This is an optimization exercise on Yosys and OpenROAD, whose aim is small area, a short achievable clock period and few clock cycles per item, not a production implementation. At most, simulation tests tie the RTL to the original design; equivalence was not proved.

==> inputs of job 8629 <==
Design fmul_top, start of the top module:
module fmul_top (
  input  logic        clk,
  input  logic        rst_n,
  input  logic [31:0] op_a,
  input  logic [31:0] op_b,
  input  logic        start,
  input  logic        ready_in,
  output logic        valid_out,
  output logic        ready_out,
  output logic [31:0] result,
  output logic [3:0]  flags
);
  logic [7:0] ea, eb;
  logic       a_zero, b_zero, a_max, b_max, a_fz, b_fz;
  logic       a_nan, b_nan, a_inf, b_inf;
  logic       s0_nan, s0_inf, s0_spec, s0_sign;
  logic [9:0] s0_esum;
  assign ea     = op_a[30:23];
  assign eb     = op_b[30:23];
  assign a_zero = (ea == 8'h00);
  assign b_zero = (eb == 8'h00);
  assign a_max  = (ea == 8'hFF);
  assign b_max  = (eb == 8'hFF);
  assign a_fz   = (op_a[22:0] == 23'd0);
  assign b_fz   = (op_b[22:0] == 23'd0);
  assign a_nan  = a_max & ~a_fz;
  assign b_nan  = b_max & ~b_fz;
  assign a_inf  = a_max & a_fz;
  assign b_inf  = b_max & b_fz;
  assign s0_nan  = a_nan | b_nan | (a_inf & b_zero) | (a_zero & b_inf);
  assign s0_inf  = a_max | b_max;
  assign s0_spec = s0_inf | a_zero | b_zero;
  assign s0_sign = (a_nan | b_nan) ? 1'b0 :
                   ((a_inf & b_zero) | (a_zero & b_inf)) ? 1'b1 :
                   (op_a[31] ^ op_b[31]);
  assign s0_esum = {2'b00, ea} + {2'b00, eb} - 10'd127;
  logic [25:0] s0_by;
  ...
export LEC_CHECK = 0
export ABC_CLOCK_PERIOD_IN_PS = 3500
export CAP_MARGIN = 20
export CORE_MARGIN = 2
export CORE_UTILIZATION = 40
export SETUP_SLACK_MARGIN = 4.7
export SLEW_MARGIN = 20
export SYNTH_HIERARCHICAL = 1
export SYNTH_MINIMUM_KEEP_SIZE = 0
export TNS_END_PERCENT = 0
create_clock -name core_clock -period 8.0 [get_ports {clk}]
standard.sh (not shown) runs the stock make flow with config.mk's settings and CLKGATE_MAP_FILE= SYNTH_SCRIPT=/design/flow/synth_recipe.tcl, a recipe that flattens the netlist after the stock synthesis.
==> flow/flow/run.sh <==
#!/bin/bash
# The standard layout (the standard.sh: ORFS synthesis to finish), with the
# ports buffered by sky130_fd_sc_hd__buf_2 instead of the flow's default pick.
set -euo pipefail
bash standard.sh 'BUFFER_PORTS_ARGS=-buffer_cell sky130_fd_sc_hd__buf_2'  finish > orfs_make.log 2>&1
==> job 7943: changes against job 8629 <==
- CTS_BUF_LIST: not set -> sky130_fd_sc_hd__clkbuf_4 sky130_fd_sc_hd__clkbuf_8
- SETUP_SLACK_MARGIN: 4.7 -> 4.4
==> impl.org <==
** Status
- The run finished with no timing, DRC or antenna violations.

** Finish
- Leading cell types in the layout, fill and taps excluded :: xnor2_1 (328), a22oi_1 (265), fa_1 (255)
- Measured on the final layout, buffering overhead outside the clock network stands at 5.070%.
- The number of multi-input combinational cells in the layout is 1,670.

** Drt
- Met3 Wirelength :: about 6500 um
- For this block, the initial DRC count from the detailed router was approximately 1,500.

** STA
- At the pin with the least slew margin, the transition time is between 1000 and 1500 ps.
- Achievable Freq :: between 200 and 300 MHz

** GRT
- Met2 demand-to-capacity share in global routing :: a little over a third
-- figures above: job 8629

==> impl.org <==
** STA
- Slew @ Worst Pin :: 999.7 ps
- Achievable Freq :: between 200 and 250 MHz

** Finish
- In the layout the tool counted multi-input logic cells amounting to approximately 1,700.
- Final-layout non-clock buffer area share :: about 4.7%

** Drt
- 1st-iter DRT viols :: between 1,500 and 2,000

** Status
- Outcome :: no timing/DRC/antenna violations
-- figures above: job 7943

Testbench counts of job 8629, summed over its fixed seeds: cycles 8,024, items 8,000.
Testbench counts of job 7943, summed over its fixed seeds: cycles 8,024, items 8,000.

---

==> run K: inputs <==
fmul_top, a different RTL version from the one above (not shown whole).
==> flow/config.mk <==
export PLATFORM = sky130hd
export DESIGN_NAME = fmul_top
export DESIGN_NICKNAME = fmul_top
export VERILOG_FILES = /design/flow/design.v
export SDC_FILE = /design/flow/constraint.sdc
export NUM_CORES = 4
export LEC_CHECK = 0
export ABC_CLOCK_PERIOD_IN_PS = 3500
export CAP_MARGIN = 20
export CORE_MARGIN = 2
export CORE_UTILIZATION = 40
export SETUP_SLACK_MARGIN = 4.3
export SLEW_MARGIN = 20
export SYNTH_HIERARCHICAL = 1
export SYNTH_MINIMUM_KEEP_SIZE = 0
==> flow/constraint.sdc <==
create_clock -name core_clock -period 8.0 [get_ports {clk}]
set_input_delay 1.6000 -clock core_clock [delete_from_list [all_inputs] [get_ports {clk}]]
set_output_delay 1.6000 -clock core_clock [all_outputs]
set_load 0.01 [all_outputs]
run.sh (not shown) runs the stock make flow with config.mk's settings and CLKGATE_MAP_FILE= SYNTH_SCRIPT=/design/flow/synth_recipe.tcl, a recipe that flattens the netlist after the stock synthesis.
Stock flow here: none of the scripts above is used.
==> run C (differences from run K) <==
--- a/flow/design.v
+++ b/flow/design.v
@@ -65,41 +65,99 @@
   assign s0_spec = s0_inf | a_zero | b_zero;
   assign s0_sign = (a_nan | b_nan) ? 1'b0 :
                    ((a_inf & b_zero) | (a_zero & b_inf)) ? 1'b1 :
                    (op_a[31] ^ op_b[31]);
   assign s0_esum = {2'b00, ea} + {2'b00, eb} - 10'd127;
+  logic [25:0] s0_by;
+  logic [11:0] s0_bo, s0_bt;
+  logic [10:0] s0_bn;
+  assign s0_by = {1'b0, 1'b1, op_b[22:0], 1'b0};
+  always_comb begin
+    for (int j = 0; j < 12; j++) begin
+      s0_bo[j] = s0_by[2*j+1] ^ s0_by[2*j];
+      s0_bt[j] = (s0_by[2*j+2] & ~s0_by[2*j+1] & ~s0_by[2*j]) |
+                 (~s0_by[2*j+2] & s0_by[2*j+1] & s0_by[2*j]);
+    end
+    for (int j = 0; j < 11; j++) s0_bn[j] = s0_by[2*j+2];
+  end
   logic adv;
   logic v1, v2, vh;
   assign adv       = ~vh | ready_in;
   assign ready_out = adv;
-  logic [22:0] b1_fa, b1_fb;
+  logic [22:0] b1_fa;
+  logic [11:0] b1_bo, b1_bt;
+  logic [10:0] b1_bn;
   logic [9:0]  b1_esum;
   logic        b1_sign, b1_spec, b1_inf, b1_nan;
   always_ff @(posedge clk or negedge rst_n) begin
     if (!rst_n) v1 <= 1'b0;
     else if (adv) v1 <= start;
   end
   always_ff @(posedge clk) begin
     if (adv) begin
       b1_fa   <= op_a[22:0];
-      b1_fb   <= op_b[22:0];
+      b1_bo   <= s0_bo;
+      b1_bt   <= s0_bt;
+      b1_bn   <= s0_bn;
       b1_esum <= s0_esum;
       b1_sign <= s0_sign;
       b1_spec <= s0_spec;
       b1_inf  <= s0_inf;
       b1_nan  <= s0_nan;
     end
   end
-  logic [25:0] by;
-  assign by = {1'b0, 1'b1, b1_fb, 1'b0};
   logic [24:0] bx1, bx2;
   assign bx1 = {1'b0, 1'b1, b1_fa};
   assign bx2 = {1'b1, b1_fa, 1'b0};
   logic bo0, bt0, bn0;
-  assign bo0 = by[1] ^ by[0];
-  assign bt0 = (by[2] & ~by[1] & ~by[0]) | (~by[2] & by[1] & by[0]);
-  assign bn0 = by[2];
+  assign bo0 = b1_bo[0];
+  assign bt0 = b1_bt[0];
+  assign bn0 = b1_bn[0];
+  logic bo1, bt1, bn1;
+  assign bo1 = b1_bo[1];
+  assign bt1 = b1_bt[1];
+  assign bn1 = b1_bn[1];
+  logic bo2, bt2, bn2;
+  assign bo2 = b1_bo[2];
+  assign bt2 = b1_bt[2];
+  assign bn2 = b1_bn[2];
+  logic bo3, bt3, bn3;
+  assign bo3 = b1_bo[3];
+  assign bt3 = b1_bt[3];
+  assign bn3 = b1_bn[3];
+  logic bo4, bt4, bn4;
+  assign bo4 = b1_bo[4];
+  assign bt4 = b1_bt[4];
+  assign bn4 = b1_bn[4];
+  logic bo5, bt5, bn5;
+  assign bo5 = b1_bo[5];
+  assign bt5 = b1_bt[5];
+  assign bn5 = b1_bn[5];
+  logic bo6, bt6, bn6;
+  assign bo6 = b1_bo[6];
+  assign bt6 = b1_bt[6];
+  assign bn6 = b1_bn[6];
+  logic bo7, bt7, bn7;
+  assign bo7 = b1_bo[7];
+  assign bt7 = b1_bt[7];
+  assign bn7 = b1_bn[7];
+  logic bo8, bt8, bn8;
+  assign bo8 = b1_bo[8];
+  assign bt8 = b1_bt[8];
+  assign bn8 = b1_bn[8];
+  logic bo9, bt9, bn9;
+  assign bo9 = b1_bo[9];
+  assign bt9 = b1_bt[9];
+  assign bn9 = b1_bn[9];
+  logic bo10, bt10, bn10;
+  assign bo10 = b1_bo[10];
+  assign bt10 = b1_bt[10];
+  assign bn10 = b1_bn[10];
+  logic bo11, bt11, bn11;
+  assign bo11 = b1_bo[11];
+  assign bt11 = b1_bt[11];
+  assign bn11 = 1'b1;
   logic [24:0] pp0;
   assign pp0[0] = ((bo0 & bx1[0]) | (bt0 & bx2[0])) ^ bn0;
   fmul_bsel u_pp0_1 (.x1(bx1[1]), .x0(bx2[1]), .one(bo0), .two(bt0), .neg(bn0), .p(pp0[1]));
   fmul_bsel u_pp0_2 (.x1(bx1[2]), .x0(bx2[2]), .one(bo0), .two(bt0), .neg(bn0), .p(pp0[2]));
   fmul_bsel u_pp0_3 (.x1(bx1[3]), .x0(bx2[3]), .one(bo0), .two(bt0), .neg(bn0), .p(pp0[3]));
@@ -122,14 +180,10 @@
   fmul_bsel u_pp0_20 (.x1(bx1[20]), .x0(bx2[20]), .one(bo0), .two(bt0), .neg(bn0), .p(pp0[20]));
   fmul_bsel u_pp0_21 (.x1(bx1[21]), .x0(bx2[21]), .one(bo0), .two(bt0), .neg(bn0), .p(pp0[21]));
   fmul_bsel u_pp0_22 (.x1(bx1[22]), .x0(bx2[22]), .one(bo0), .two(bt0), .neg(bn0), .p(pp0[22]));
   assign pp0[23] = ((bo0 & bx1[23]) | (bt0 & bx2[23])) ^ bn0;
   assign pp0[24] = ((bo0 & bx1[24]) | (bt0 & bx2[24])) ^ bn0;
-  logic bo1, bt1, bn1;
-  assign bo1 = by[3] ^ by[2];
-  assign bt1 = (by[4] & ~by[3] & ~by[2]) | (~by[4] & by[3] & by[2]);
-  assign bn1 = by[4];
   logic [24:0] pp1;
   assign pp1[0] = ((bo1 & bx1[0]) | (bt1 & bx2[0])) ^ bn1;
   fmul_bsel u_pp1_1 (.x1(bx1[1]), .x0(bx2[1]), .one(bo1), .two(bt1), .neg(bn1), .p(pp1[1]));
   fmul_bsel u_pp1_2 (.x1(bx1[2]), .x0(bx2[2]), .one(bo1), .two(bt1), .neg(bn1), .p(pp1[2]));
   fmul_bsel u_pp1_3 (.x1(bx1[3]), .x0(bx2[3]), .one(bo1), .two(bt1), .neg(bn1), .p(pp1[3]));
@@ -152,14 +206,10 @@
   fmul_bsel u_pp1_20 (.x1(bx1[20]), .x0(bx2[20]), .one(bo1), .two(bt1), .neg(bn1), .p(pp1[20]));
   fmul_bsel u_pp1_21 (.x1(bx1[21]), .x0(bx2[21]), .one(bo1), .two(bt1), .neg(bn1), .p(pp1[21]));
   fmul_bsel u_pp1_22 (.x1(bx1[22]), .x0(bx2[22]), .one(bo1), .two(bt1), .neg(bn1), .p(pp1[22]));
   assign pp1[23] = ((bo1 & bx1[23]) | (bt1 & bx2[23])) ^ bn1;
   assign pp1[24] = ((bo1 & bx1[24]) | (bt1 & bx2[24])) ^ bn1;
-  logic bo2, bt2, bn2;
-  assign bo2 = by[5] ^ by[4];
-  assign bt2 = (by[6] & ~by[5] & ~by[4]) | (~by[6] & by[5] & by[4]);
-  assign bn2 = by[6];
   logic [24:0] pp2;
   assign pp2[0] = ((bo2 & bx1[0]) | (bt2 & bx2[0])) ^ bn2;
   fmul_bsel u_pp2_1 (.x1(bx1[1]), .x0(bx2[1]), .one(bo2), .two(bt2), .neg(bn2), .p(pp2[1]));
   fmul_bsel u_pp2_2 (.x1(bx1[2]), .x0(bx2[2]), .one(bo2), .two(bt2), .neg(bn2), .p(pp2[2]));
   fmul_bsel u_pp2_3 (.x1(bx1[3]), .x0(bx2[3]), .one(bo2), .two(bt2), .neg(bn2), .p(pp2[3]));
@@ -182,14 +232,10 @@
   fmul_bsel u_pp2_20 (.x1(bx1[20]), .x0(bx2[20]), .one(bo2), .two(bt2), .neg(bn2), .p(pp2[20]));
   fmul_bsel u_pp2_21 (.x1(bx1[21]), .x0(bx2[21]), .one(bo2), .two(bt2), .neg(bn2), .p(pp2[21]));
   fmul_bsel u_pp2_22 (.x1(bx1[22]), .x0(bx2[22]), .one(bo2), .two(bt2), .neg(bn2), .p(pp2[22]));
   assign pp2[23] = ((bo2 & bx1[23]) | (bt2 & bx2[23])) ^ bn2;
   assign pp2[24] = ((bo2 & bx1[24]) | (bt2 & bx2[24])) ^ bn2;
-  logic bo3, bt3, bn3;
-  assign bo3 = by[7] ^ by[6];
-  assign bt3 = (by[8] & ~by[7] & ~by[6]) | (~by[8] & by[7] & by[6]);
-  assign bn3 = by[8];
   logic [24:0] pp3;
   assign pp3[0] = ((bo3 & bx1[0]) | (bt3 & bx2[0])) ^ bn3;
   fmul_bsel u_pp3_1 (.x1(bx1[1]), .x0(bx2[1]), .one(bo3), .two(bt3), .neg(bn3), .p(pp3[1]));
   fmul_bsel u_pp3_2 (.x1(bx1[2]), .x0(bx2[2]), .one(bo3), .two(bt3), .neg(bn3), .p(pp3[2]));
   fmul_bsel u_pp3_3 (.x1(bx1[3]), .x0(bx2[3]), .one(bo3), .two(bt3), .neg(bn3), .p(pp3[3]));
@@ -212,14 +258,10 @@
   fmul_bsel u_pp3_20 (.x1(bx1[20]), .x0(bx2[20]), .one(bo3), .two(bt3), .neg(bn3), .p(pp3[20]));
   fmul_bsel u_pp3_21 (.x1(bx1[21]), .x0(bx2[21]), .one(bo3), .two(bt3), .neg(bn3), .p(pp3[21]));
   fmul_bsel u_pp3_22 (.x1(bx1[22]), .x0(bx2[22]), .one(bo3), .two(bt3), .neg(bn3), .p(pp3[22]));
   assign pp3[23] = ((bo3 & bx1[23]) | (bt3 & bx2[23])) ^ bn3;
   assign pp3[24] = ((bo3 & bx1[24]) | (bt3 & bx2[24])) ^ bn3;
-  logic bo4, bt4, bn4;
-  assign bo4 = by[9] ^ by[8];
-  assign bt4 = (by[10] & ~by[9] & ~by[8]) | (~by[10] & by[9] & by[8]);
-  assign bn4 = by[10];
   logic [24:0] pp4;
   assign pp4[0] = ((bo4 & bx1[0]) | (bt4 & bx2[0])) ^ bn4;
   fmul_bsel u_pp4_1 (.x1(bx1[1]), .x0(bx2[1]), .one(bo4), .two(bt4), .neg(bn4), .p(pp4[1]));
   fmul_bsel u_pp4_2 (.x1(bx1[2]), .x0(bx2[2]), .one(bo4), .two(bt4), .neg(bn4), .p(pp4[2]));
   fmul_bsel u_pp4_3 (.x1(bx1[3]), .x0(bx2[3]), .one(bo4), .two(bt4), .neg(bn4), .p(pp4[3]));
@@ -242,14 +284,10 @@
   fmul_bsel u_pp4_20 (.x1(bx1[20]), .x0(bx2[20]), .one(bo4), .two(bt4), .neg(bn4), .p(pp4[20]));
   fmul_bsel u_pp4_21 (.x1(bx1[21]), .x0(bx2[21]), .one(bo4), .two(bt4), .neg(bn4), .p(pp4[21]));
   fmul_bsel u_pp4_22 (.x1(bx1[22]), .x0(bx2[22]), .one(bo4), .two(bt4), .neg(bn4), .p(pp4[22]));
   assign pp4[23] = ((bo4 & bx1[23]) | (bt4 & bx2[23])) ^ bn4;
   assign pp4[24] = ((bo4 & bx1[24]) | (bt4 & bx2[24])) ^ bn4;
-  logic bo5, bt5, bn5;
-  assign bo5 = by[11] ^ by[10];
-  assign bt5 = (by[12] & ~by[11] & ~by[10]) | (~by[12] & by[11] & by[10]);
-  assign bn5 = by[12];
   logic [24:0] pp5;
   assign pp5[0] = ((bo5 & bx1[0]) | (bt5 & bx2[0])) ^ bn5;
   fmul_bsel u_pp5_1 (.x1(bx1[1]), .x0(bx2[1]), .one(bo5), .two(bt5), .neg(bn5), .p(pp5[1]));
   fmul_bsel u_pp5_2 (.x1(bx1[2]), .x0(bx2[2]), .one(bo5), .two(bt5), .neg(bn5), .p(pp5[2]));
   fmul_bsel u_pp5_3 (.x1(bx1[3]), .x0(bx2[3]), .one(bo5), .two(bt5), .neg(bn5), .p(pp5[3]));
@@ -272,14 +310,10 @@
   fmul_bsel u_pp5_20 (.x1(bx1[20]), .x0(bx2[20]), .one(bo5), .two(bt5), .neg(bn5), .p(pp5[20]));
   fmul_bsel u_pp5_21 (.x1(bx1[21]), .x0(bx2[21]), .one(bo5), .two(bt5), .neg(bn5), .p(pp5[21]));
   fmul_bsel u_pp5_22 (.x1(bx1[22]), .x0(bx2[22]), .one(bo5), .two(bt5), .neg(bn5), .p(pp5[22]));
   assign pp5[23] = ((bo5 & bx1[23]) | (bt5 & bx2[23])) ^ bn5;
   assign pp5[24] = ((bo5 & bx1[24]) | (bt5 & bx2[24])) ^ bn5;
-  logic bo6, bt6, bn6;
-  assign bo6 = by[13] ^ by[12];
-  assign bt6 = (by[14] & ~by[13] & ~by[12]) | (~by[14] & by[13] & by[12]);
-  assign bn6 = by[14];
   logic [24:0] pp6;
   assign pp6[0] = ((bo6 & bx1[0]) | (bt6 & bx2[0])) ^ bn6;
   fmul_bsel u_pp6_1 (.x1(bx1[1]), .x0(bx2[1]), .one(bo6), .two(bt6), .neg(bn6), .p(pp6[1]));
   fmul_bsel u_pp6_2 (.x1(bx1[2]), .x0(bx2[2]), .one(bo6), .two(bt6), .neg(bn6), .p(pp6[2]));
   fmul_bsel u_pp6_3 (.x1(bx1[3]), .x0(bx2[3]), .one(bo6), .two(bt6), .neg(bn6), .p(pp6[3]));
@@ -302,14 +336,10 @@
   fmul_bsel u_pp6_20 (.x1(bx1[20]), .x0(bx2[20]), .one(bo6), .two(bt6), .neg(bn6), .p(pp6[20]));
   fmul_bsel u_pp6_21 (.x1(bx1[21]), .x0(bx2[21]), .one(bo6), .two(bt6), .neg(bn6), .p(pp6[21]));
   fmul_bsel u_pp6_22 (.x1(bx1[22]), .x0(bx2[22]), .one(bo6), .two(bt6), .neg(bn6), .p(pp6[22]));
   assign pp6[23] = ((bo6 & bx1[23]) | (bt6 & bx2[23])) ^ bn6;
   assign pp6[24] = ((bo6 & bx1[24]) | (bt6 & bx2[24])) ^ bn6;
-  logic bo7, bt7, bn7;
-  assign bo7 = by[15] ^ by[14];
-  assign bt7 = (by[16] & ~by[15] & ~by[14]) | (~by[16] & by[15] & by[14]);
-  assign bn7 = by[16];
   logic [24:0] pp7;
   assign pp7[0] = ((bo7 & bx1[0]) | (bt7 & bx2[0])) ^ bn7;
   fmul_bsel u_pp7_1 (.x1(bx1[1]), .x0(bx2[1]), .one(bo7), .two(bt7), .neg(bn7), .p(pp7[1]));
   fmul_bsel u_pp7_2 (.x1(bx1[2]), .x0(bx2[2]), .one(bo7), .two(bt7), .neg(bn7), .p(pp7[2]));
   fmul_bsel u_pp7_3 (.x1(bx1[3]), .x0(bx2[3]), .one(bo7), .two(bt7), .neg(bn7), .p(pp7[3]));
@@ -332,14 +362,10 @@
   fmul_bsel u_pp7_20 (.x1(bx1[20]), .x0(bx2[20]), .one(bo7), .two(bt7), .neg(bn7), .p(pp7[20]));
   fmul_bsel u_pp7_21 (.x1(bx1[21]), .x0(bx2[21]), .one(bo7), .two(bt7), .neg(bn7), .p(pp7[21]));
   fmul_bsel u_pp7_22 (.x1(bx1[22]), .x0(bx2[22]), .one(bo7), .two(bt7), .neg(bn7), .p(pp7[22]));
   assign pp7[23] = ((bo7 & bx1[23]) | (bt7 & bx2[23])) ^ bn7;
   assign pp7[24] = ((bo7 & bx1[24]) | (bt7 & bx2[24])) ^ bn7;
-  logic bo8, bt8, bn8;
-  assign bo8 = by[17] ^ by[16];
-  assign bt8 = (by[18] & ~by[17] & ~by[16]) | (~by[18] & by[17] & by[16]);
-  assign bn8 = by[18];
   logic [24:0] pp8;
   assign pp8[0] = ((bo8 & bx1[0]) | (bt8 & bx2[0])) ^ bn8;
   fmul_bsel u_pp8_1 (.x1(bx1[1]), .x0(bx2[1]), .one(bo8), .two(bt8), .neg(bn8), .p(pp8[1]));
   fmul_bsel u_pp8_2 (.x1(bx1[2]), .x0(bx2[2]), .one(bo8), .two(bt8), .neg(bn8), .p(pp8[2]));
   fmul_bsel u_pp8_3 (.x1(bx1[3]), .x0(bx2[3]), .one(bo8), .two(bt8), .neg(bn8), .p(pp8[3]));
@@ -362,14 +388,10 @@
   fmul_bsel u_pp8_20 (.x1(bx1[20]), .x0(bx2[20]), .one(bo8), .two(bt8), .neg(bn8), .p(pp8[20]));
   fmul_bsel u_pp8_21 (.x1(bx1[21]), .x0(bx2[21]), .one(bo8), .two(bt8), .neg(bn8), .p(pp8[21]));
   fmul_bsel u_pp8_22 (.x1(bx1[22]), .x0(bx2[22]), .one(bo8), .two(bt8), .neg(bn8), .p(pp8[22]));
   assign pp8[23] = ((bo8 & bx1[23]) | (bt8 & bx2[23])) ^ bn8;
   assign pp8[24] = ((bo8 & bx1[24]) | (bt8 & bx2[24])) ^ bn8;
-  logic bo9, bt9, bn9;
-  assign bo9 = by[19] ^ by[18];
-  assign bt9 = (by[20] & ~by[19] & ~by[18]) | (~by[20] & by[19] & by[18]);
-  assign bn9 = by[20];
   logic [24:0] pp9;
   assign pp9[0] = ((bo9 & bx1[0]) | (bt9 & bx2[0])) ^ bn9;
   fmul_bsel u_pp9_1 (.x1(bx1[1]), .x0(bx2[1]), .one(bo9), .two(bt9), .neg(bn9), .p(pp9[1]));
   fmul_bsel u_pp9_2 (.x1(bx1[2]), .x0(bx2[2]), .one(bo9), .two(bt9), .neg(bn9), .p(pp9[2]));
   fmul_bsel u_pp9_3 (.x1(bx1[3]), .x0(bx2[3]), .one(bo9), .two(bt9), .neg(bn9), .p(pp9[3]));
@@ -392,14 +414,10 @@
   fmul_bsel u_pp9_20 (.x1(bx1[20]), .x0(bx2[20]), .one(bo9), .two(bt9), .neg(bn9), .p(pp9[20]));
   fmul_bsel u_pp9_21 (.x1(bx1[21]), .x0(bx2[21]), .one(bo9), .two(bt9), .neg(bn9), .p(pp9[21]));
   fmul_bsel u_pp9_22 (.x1(bx1[22]), .x0(bx2[22]), .one(bo9), .two(bt9), .neg(bn9), .p(pp9[22]));
   assign pp9[23] = ((bo9 & bx1[23]) | (bt9 & bx2[23])) ^ bn9;
   assign pp9[24] = ((bo9 & bx1[24]) | (bt9 & bx2[24])) ^ bn9;
-  logic bo10, bt10, bn10;
-  assign bo10 = by[21] ^ by[20];
-  assign bt10 = (by[22] & ~by[21] & ~by[20]) | (~by[22] & by[21] & by[20]);
-  assign bn10 = by[22];
   logic [24:0] pp10;
   assign pp10[0] = ((bo10 & bx1[0]) | (bt10 & bx2[0])) ^ bn10;
   fmul_bsel u_pp10_1 (.x1(bx1[1]), .x0(bx2[1]), .one(bo10), .two(bt10), .neg(bn10), .p(pp10[1]));
   fmul_bsel u_pp10_2 (.x1(bx1[2]), .x0(bx2[2]), .one(bo10), .two(bt10), .neg(bn10), .p(pp10[2]));
   fmul_bsel u_pp10_3 (.x1(bx1[3]), .x0(bx2[3]), .one(bo10), .two(bt10), .neg(bn10), .p(pp10[3]));
@@ -422,14 +440,10 @@
   fmul_bsel u_pp10_20 (.x1(bx1[20]), .x0(bx2[20]), .one(bo10), .two(bt10), .neg(bn10), .p(pp10[20]));
   fmul_bsel u_pp10_21 (.x1(bx1[21]), .x0(bx2[21]), .one(bo10), .two(bt10), .neg(bn10), .p(pp10[21]));
   fmul_bsel u_pp10_22 (.x1(bx1[22]), .x0(bx2[22]), .one(bo10), .two(bt10), .neg(bn10), .p(pp10[22]));
   assign pp10[23] = ((bo10 & bx1[23]) | (bt10 & bx2[23])) ^ bn10;
   assign pp10[24] = ((bo10 & bx1[24]) | (bt10 & bx2[24])) ^ bn10;
-  logic bo11, bt11, bn11;
-  assign bo11 = by[23] ^ by[22];
-  assign bt11 = (by[24] & ~by[23] & ~by[22]) | (~by[24] & by[23] & by[22]);
-  assign bn11 = by[24];
   logic [24:0] pp11;
   assign pp11[0] = ((bo11 & bx1[0]) | (bt11 & bx2[0])) ^ bn11;
   fmul_bsel u_pp11_1 (.x1(bx1[1]), .x0(bx2[1]), .one(bo11), .two(bt11), .neg(bn11), .p(pp11[1]));
   fmul_bsel u_pp11_2 (.x1(bx1[2]), .x0(bx2[2]), .one(bo11), .two(bt11), .neg(bn11), .p(pp11[2]));
   fmul_bsel u_pp11_3 (.x1(bx1[3]), .x0(bx2[3]), .one(bo11), .two(bt11), .neg(bn11), .p(pp11[3]));
@@ -1171,29 +1185,50 @@
   end
   logic [47:0] s2_sa, s2_sb;
   assign s2_sa = {b2_r0[47], b2_r0[46], b2_r0[45], b2_r0[44], b2_r0[43], b2_r0[42], b2_r0[41], b2_r0[40], b2_r0[39], b2_r0[38], b2_r0[37], b2_r0[36], b2_r0[35], b2_r0[34], b2_r0[33], b2_r0[32], b2_r0[31], b2_r0[30], b2_r0[29], b2_r0[28], b2_r0[27], b2_r0[26], b2_r0[25], b2_r0[24], b2_r0[23], b2_r0[22], b2_r0[21], b2_r0[20], b2_r0[19], b2_r0[18], b2_r0[17], b2_r0[16], b2_r0[15], b2_r0[14], b2_r0[13], b2_r0[12], b2_r0[11], b2_r0[10], b2_r0[9], b2_r0[8], b2_r0[7], b2_r0[6], b2_r0[5], b2_r0[4], b2_r0[3], b2_r0[2], b2_r0[1], b2_r0[0]};
   assign s2_sb = {b2_r1[47], b2_r1[46], b2_r1[45], b2_r1[44], b2_r1[43], b2_r1[42], b2_r1[41], b2_r1[40], b2_r1[39], b2_r1[38], b2_r1[37], b2_r1[36], b2_r1[35], b2_r1[34], b2_r1[33], b2_r1[32], b2_r1[31], b2_r1[30], b2_r1[29], b2_r1[28], b2_r1[27], b2_r1[26], b2_r1[25], b2_r1[24], b2_r1[23], b2_r1[22], b2_r1[21], b2_r1[20], b2_r1[19], b2_r1[18], b2_r1[17], b2_r1[16], b2_r1[15], b2_r1[14], b2_r1[13], b2_r1[12], b2_r1[11], b2_r1[10], b2_r1[9], b2_r1[8], b2_r1[7], b2_r1[6], b2_r1[5], b2_r1[4], b2_r1[3], b2_r1[2], 1'b0, b2_r1[0]};
   logic [47:0] prod;
-  logic        p47, g, st, rup, rc;
-  logic [23:0] kept;
-  logic [24:0] sr;
-  logic [9:0]  ee;
-  logic        of, uf, nx;
+  logic        p47;
+  logic [23:0] k1, k0, i1, i0;
+  logic        g1, g0, t1, t0, r1, r0, c1, c0;
+  logic [22:0] mant;
+  logic [9:0]  e0, e1, e2;
+  logic        of0, of1, of2, uf0, uf1, uf2;
+  logic        inc2, inc1, of, uf, nx;
+  logic [7:0]  ee;
   logic [31:0] s2_result;
   logic [3:0]  s2_flags;
   assign prod = s2_sa + s2_sb;
   assign p47  = prod[47];
-  assign kept = p47 ? prod[47:24] : prod[46:23];
-  assign g    = p47 ? prod[23] : prod[22];
-  assign st   = (|prod[21:0]) | (p47 & prod[22]);
-  assign rup  = g & (st | kept[0]);
-  assign sr   = {1'b0, kept} + {24'd0, rup};
-  assign rc   = sr[24];
-  assign ee   = b2_esum + {8'd0, p47} + {9'd0, rc};
-  assign of   = ~ee[9] & (ee[8] | (ee[7:0] == 8'hFF));
-  assign uf   = ee[9] | (ee == 10'd0);
-  assign nx   = g | st;
+  assign k1   = prod[47:24];
+  assign g1   = prod[23];
+  assign t1   = |prod[22:0];
+  assign k0   = prod[46:23];
+  assign g0   = prod[22];
+  assign t0   = |prod[21:0];
+  assign r1   = g1 & (t1 | k1[0]);
+  assign r0   = g0 & (t0 | k0[0]);
+  assign i1   = k1 + 24'd1;
+  assign i0   = k0 + 24'd1;
+  assign c1   = r1 & (&k1);
+  assign c0   = r0 & (&k0);
+  assign mant = p47 ? (r1 ? i1[22:0] : k1[22:0]) : (r0 ? i0[22:0] : k0[22:0]);
+  assign nx   = p47 ? (g1 | t1) : (g0 | t0);
+  assign e0   = b2_esum;
+  assign e1   = b2_esum + 10'd1;
+  assign e2   = b2_esum + 10'd2;
+  assign of0  = ~e0[9] & (e0[8] | (&e0[7:0]));
+  assign of1  = ~e1[9] & (e1[8] | (&e1[7:0]));
+  assign of2  = ~e2[9] & (e2[8] | (&e2[7:0]));
+  assign uf0  = e0[9] | (e0 == 10'd0);
+  assign uf1  = e1[9] | (e1 == 10'd0);
+  assign uf2  = e2[9] | (e2 == 10'd0);
+  assign inc2 = p47 & c1;
+  assign inc1 = p47 ? ~c1 : c0;
+  assign of   = inc2 ? of2 : inc1 ? of1 : of0;
+  assign uf   = inc2 ? uf2 : inc1 ? uf1 : uf0;
+  assign ee   = inc2 ? e2[7:0] : inc1 ? e1[7:0] : e0[7:0];
   always_comb begin
     if (b2_spec) begin
       s2_result = {b2_sign, {8{b2_inf}}, b2_nan, 22'd0};
       s2_flags  = {b2_nan, 3'b000};
     end else if (of) begin
@@ -1201,11 +1236,11 @@
       s2_flags  = 4'b0101;
     end else if (uf) begin
       s2_result = {b2_sign, 31'd0};
       s2_flags  = 4'b0011;
     end else begin
-      s2_result = {b2_sign, ee[7:0], sr[22:0]};
+      s2_result = {b2_sign, ee, mant};
       s2_flags  = {3'b000, nx};
     end
   end
   logic [31:0] h_result;
   logic [3:0]  h_flags;
--- a/flow/config.mk
+++ b/flow/config.mk
@@ -7,9 +7,9 @@
 export LEC_CHECK = 0
 export ABC_CLOCK_PERIOD_IN_PS = 3500
 export CAP_MARGIN = 20
 export CORE_MARGIN = 2
 export CORE_UTILIZATION = 40
-export SETUP_SLACK_MARGIN = 4.3
+export SETUP_SLACK_MARGIN = 0
 export SLEW_MARGIN = 20
 export SYNTH_HIERARCHICAL = 1
 export SYNTH_MINIMUM_KEEP_SIZE = 0
==> flow_metrics.env <==
export IMPL_outcome="complete, no violations"
export IMPL_yosys_register_bits=220
export IMPL_critical_path_arrival_ns=6.00
export IMPL_cpPeakStageDelay_ns=0.63
export IMPL_yosys_cell_types_count=100
export IMPL_syn_avg_cell_area_um2=11.6
export IMPL_rows=92
export IMPL_synth_area_top_cells="edfxtp_1 (26%), fa_1 (20%), a22oi_2 (13%)"
export IMPL_use_met2_pct=38.5
export IMPL_grt_pass1_wl_mm=117
export IMPL_multi_input_area_um2=18200
(the above is from run C)
==> flow_metrics.env <==
export IMPL_outcome="complete, no violations"
export IMPL_multi_input_area_um2=19800
export IMPL_rows=90
export IMPL_grt_pass1_wl_mm=130
export IMPL_syn_avg_cell_area_um2=11.5
export IMPL_yosys_register_bits=208
export IMPL_cpPeakStageDelay_ns=0.47
export IMPL_synth_area_top_cells="edfxtp_1 (25%), fa_1 (21%), a22oi_2 (14%)"
export IMPL_use_met2_pct=44.1
export IMPL_critical_path_arrival_ns=6.63
(the above is from run K)
Testbench counts of run K, summed over its fixed seeds: cycles 8,024, items 8,000.
For run C, only the layout was checked, not whether the RTL still works.

==> separate check: timing with driven ports <==
The results above use ideal ports. As a check the final layouts listed here were re-extracted and re-timed, cells and wires unchanged.
Step 1 (the two cells are an assumption about what drives the block):
set clk [get_ports {clk}]
set_driving_cell -lib_cell sky130_fd_sc_hd__clkbuf_16 $clk
set_driving_cell -lib_cell sky130_fd_sc_hd__buf_2 [delete_from_list [all_inputs] $clk]
Step 2, shift: input delay + t, output delay - t, t = (earliest + latest rising clock arrival at the registers) / 2. This alone moves slack from input paths to output paths.
Three values: no drivers, after step 1, after step 2; two values: the first two.
| run | t (ns) | setup WS [ns] | clock arrival spread, ns | cell pins on the clock port's net |
|---|---|---|---|---|
| job 8629 | 0.626 | 4.020 / 3.960 / 3.997 | 0.025 / 0.024 | 1 |
| job 7943 | 0.661 | 3.877 / 3.877 / 3.877 | 0.025 / 0.025 | 1 |
| run K | 0.619 | 1.693 / 1.693 / 1.693 | 0.024 / 0.024 | 1 |
| run C | 0.642 | 2.303 / 2.303 / 2.303 | 0.036 / 0.036 | 1 |
After both steps setup and hold are still met in every run listed. For job 8629, which loses most, drivers alone change the setup slack by -0.060 ns; drivers and shift together by -0.023 ns.
